This is an optimization exercise on Yosys and OpenROAD, whose aim is small area and a short achievable clock period, not a production implementation. At most, simulation tests tie the RTL to the original design; equivalence was not proved. No activity file was given, so power comes from the tool's default toggle rates.

Setup of run A:
Design mask_alu_top, start of the top module:
module mask_alu_top (
  input  logic          clk,
  input  logic          reset,
  input  logic          uop_valid,
  input  logic [2:0]    funct3,
  input  logic [5:0]    funct6,
  input  logic [4:0]    vs1_op,
  input  logic          vm,
  input  logic [7:0]    vl,
  input  logic [6:0]    vstart,
  input  logic [3:0]    tag,
  input  logic [127:0]  vs1_data,
  input  logic          vs1_valid,
  input  logic [127:0]  vs2_data,
  input  logic          vs2_valid,
  input  logic [127:0]  v0_data,
  input  logic          v0_valid,
  input  logic [127:0]  vd_data,
  input  logic          vd_valid,
  output logic          result_valid,
  output logic [3:0]    result_tag,
  output logic [127:0]  result_data
);
clock: 8.0 ns
lec_check: 0
abc_area: 1
cap_margin: 20
core_area: 5 5 235 235
die_area: 0 0 240 240
setup_slack_margin: 3.5
slew_margin: 20
standard.sh (not shown) runs the stock make flow with config.mk's settings and CLKGATE_MAP_FILE= SYNTH_SCRIPT=/design/flow/synth_recipe.tcl, a recipe that flattens the netlist after the stock synthesis.
==> flow/flow/run.sh <==
#!/bin/bash
# Standard ORFS layout (the standard.sh), with plain buf_1 cells as the port
# buffers and cell resizing not restricted to the same footprint.
set -euo pipefail
export BUFFER_PORTS_ARGS="-buffer_cell sky130_fd_sc_hd__buf_1"
sed 's/CLKGATE_MAP_FILE= /CLKGATE_MAP_FILE= MATCH_CELL_FOOTPRINT=0 /' standard.sh > standard_mod.sh
grep -q 'MATCH_CELL_FOOTPRINT=0' standard_mod.sh
bash standard_mod.sh > standard_flow.log 2>&1
> inputs changed (run A -> run B)
Settings: swapping 3.5 for 4.5 in SETUP_SLACK_MARGIN.
[summary]
- A timing startpoint of the critical path of vl[3] is what run B shows, while funct6[3] belongs to run A.
- Run B vs. run A: slew of the pin with the lowest slew margin fell by 270 ps, count of cell types in the netlist stayed essentially flat, logic gate share of total power rose by 4.9 points.
- Wire length (run A / run B): 0.872
#### Input delta (run C over run B)
Settings: a change of SETUP_SLACK_MARGIN from 4.5 to 5; an added PLACE_DENSITY of 0.8.
==> notes.md <==
Run C ended with every stage complete and zero timing, DRC or antenna violations.
The run showing the greater routed length on met3 is run B.
The final reports for run C and run B show count of plain and timing-repair buffers in the layout lower in the former.
Vias: run C below run B
| hold slack | run C vs run B | worse |
Across both runs, part of the total power dissipated in the clock network was lower for run C than for run B.
Run C vs. run B: time the final worst path needs with I/O delays and setup went up by 63 ps.
For total placed cells including tap cells, run C and run B come out practically identical.
Relative to run B, remaining max-slew budget at the tightest pin has gone down in run C.
diff inputs: run C => run D
Settings: PLACE_DENSITY: 0.8 -> unset.
### Flow results
Run D finished every step from synthesis to the final layout, and the layout passed the timing, design-rule and antenna checks.
The launching element of the worst setup path comes out vstart[3] in one run and vstart[4] in the other, namely in run D and run C respectively.
Taking run C as the reference, in run D cell area -about 0.33%, worst vdd rail ir drop +about 16%, flip-flop and latch power ~0 delta, logic gate share of total power -1.4 points.
Run D vs. run C: switching component of the power up 1.3%; layout cell share with drive strength beyond 1 lost 0.81 points.
#### Input delta (run E over run D)
Settings: setting TNS_END_PERCENT to 0 for the first time.
Notes after the runs:
Per the comparison of run E with run D, final-layout clock-cell area share now sits at about the same level, switching part of the total power now sits lower, first-pass GRT wire length now sits lower. Per the comparison of run E with run D, core utilization went down by 1.5 points; count of instances resized after the clock tree is built saw a decrease. The CTS clock-pin slew for the worst setup and hold paths on run E is in line with that on run D. Compared to run D, the router laid down less metal wire for run E.

---

Another version of the RTL of mask_alu_top (not shown whole).
For scale: roughly 2400 cells after synthesis, about 130 flip-flops, roughly 690 I/O pins, roughly 17000 um^2 of cells after synthesis.
export LEC_CHECK = 0
export ABC_CLOCK_PERIOD_IN_PS = 3000
export CAP_MARGIN = 20
export CORE_AREA = 5 5 235 235
export DIE_AREA = 0 0 240 240
export SETUP_SLACK_MARGIN = 4.8
export SLEW_MARGIN = 20
create_clock -name core_clock -period 8.0 [get_ports {clk}]
run.sh (not shown) runs the stock make flow with config.mk's settings and CLKGATE_MAP_FILE= SYNTH_SCRIPT=/design/flow/synth_recipe.tcl, a recipe that flattens the netlist after the stock synthesis.
Stock flow here: none of the scripts above is used.
Then changed:
ABC_CLOCK_PERIOD_IN_PS = not set   (was 3000)
CORE_AREA = not set   (was 5 5 235 235)
CORE_MARGIN = 2   (was not set)
CORE_UTILIZATION = 50   (was not set)
DIE_AREA = not set   (was 0 0 240 240)
SETUP_SLACK_MARGIN = 0.2   (was 4.8)
After rerunning: Now the flow stopped in 3_2_place_iop. Area after synthesis is unchanged. Synthesized cell count does not change.
Then changed:
==> flow/flow/run.sh (new file) <==
#!/bin/bash
# Standard ORFS layout, with plain buf_1 cells as the port buffers.
set -euo pipefail
export BUFFER_PORTS_ARGS="-buffer_cell sky130_fd_sc_hd__buf_1"
bash standard.sh > standard_flow.log 2>&1
==> flow/standard.sh (new file) <==
#!/bin/bash
# synth_recipe.tcl (not shown) runs the flow's synth.tcl, then flattens the netlist and writes it again
# the make line also repeats each setting of config.mk as NAME=value (left out here)
make -C /OpenROAD-flow-scripts/flow DESIGN_CONFIG=/design/flow/config.mk WORK_HOME=/design/flow/orfs CLKGATE_MAP_FILE= SYNTH_SCRIPT=/design/flow/synth_recipe.tcl "${@:-finish}"
ABC_CLOCK_PERIOD_IN_PS = 3000   (was not set)
CORE_AREA = 5 5 235 235   (was not set)
CORE_MARGIN = not set   (was 2)
CORE_UTILIZATION = not set   (was 50)
DIE_AREA = 0 0 240 240   (was not set)
SETUP_SLACK_MARGIN = 4.8   (was 0.2)
removed: flow/run.sh
The new run finished with timing, DRC and antenna clean.
Area after synthesis stays the same.
Synthesized cell count does not change.
Then changed:
==> flow/run.sh (new file) <==
#!/bin/bash
# synth_recipe.tcl (not shown) runs the flow's synth.tcl, then flattens the netlist and writes it again
# the make line also repeats each setting of config.mk as NAME=value (left out here)
make -C /OpenROAD-flow-scripts/flow DESIGN_CONFIG=/design/flow/config.mk WORK_HOME=/design/flow/orfs CLKGATE_MAP_FILE= SYNTH_SCRIPT=/design/flow/synth_recipe.tcl finish
CORE_AREA = not set   (was 5 5 235 235)
CORE_MARGIN = 2   (was not set)
CORE_UTILIZATION = 50   (was not set)
DIE_AREA = not set   (was 0 0 240 240)
removed: flow/flow/run.sh
removed: flow/standard.sh
Result:
- Now the flow aborted during 3_2_place_iop
- synthesized area is unchanged
- synthesized cell count does not change
No functional check of the RTL was part of any run of this note.

## static timing again, ports no longer ideal
No port has a modelled driver above. Below, the same layouts with a new extraction and two added sets of constraints.
Step 1 sets driving cells, clkbuf_16 on the clock port and buf_2 on the other inputs (assumed; they add their load-dependent delay and slew).
Step 2 also shifts input and output timing later by t, the mid clock arrival at the registers, as if the neighbouring blocks saw the same clock.
Three values: no drivers, after step 1, after step 2; two values: the first two.
| run | shift t [ns] | setup WS [ns] | pins driven straight from the clock port |
|---|---|---|---|
| run A | 0.575 | 3.230 / 3.253 / 2.679 | 1 |
| run B | 0.581 | 4.351 / 4.089 / 3.508 | 1 |
| run C | 0.583 | 4.288 / 4.142 / 3.559 | 1 |
| run D | 0.569 | 4.292 / 4.098 / 3.529 | 1 |
| run E | 0.576 | 4.036 / 4.003 / 3.427 | 1 |
| the first run of note 2 | 0.574 | 3.665 / 3.391 / 2.818 | 1 |
| the third run of note 2 | 0.565 | 3.708 / 3.475 / 2.911 | 1 |
After both steps setup and hold are still met in every run listed. The setup slack of the first run of note 2, which loses most, moves by -0.274 ns with the drivers and by -0.847 ns with both steps.
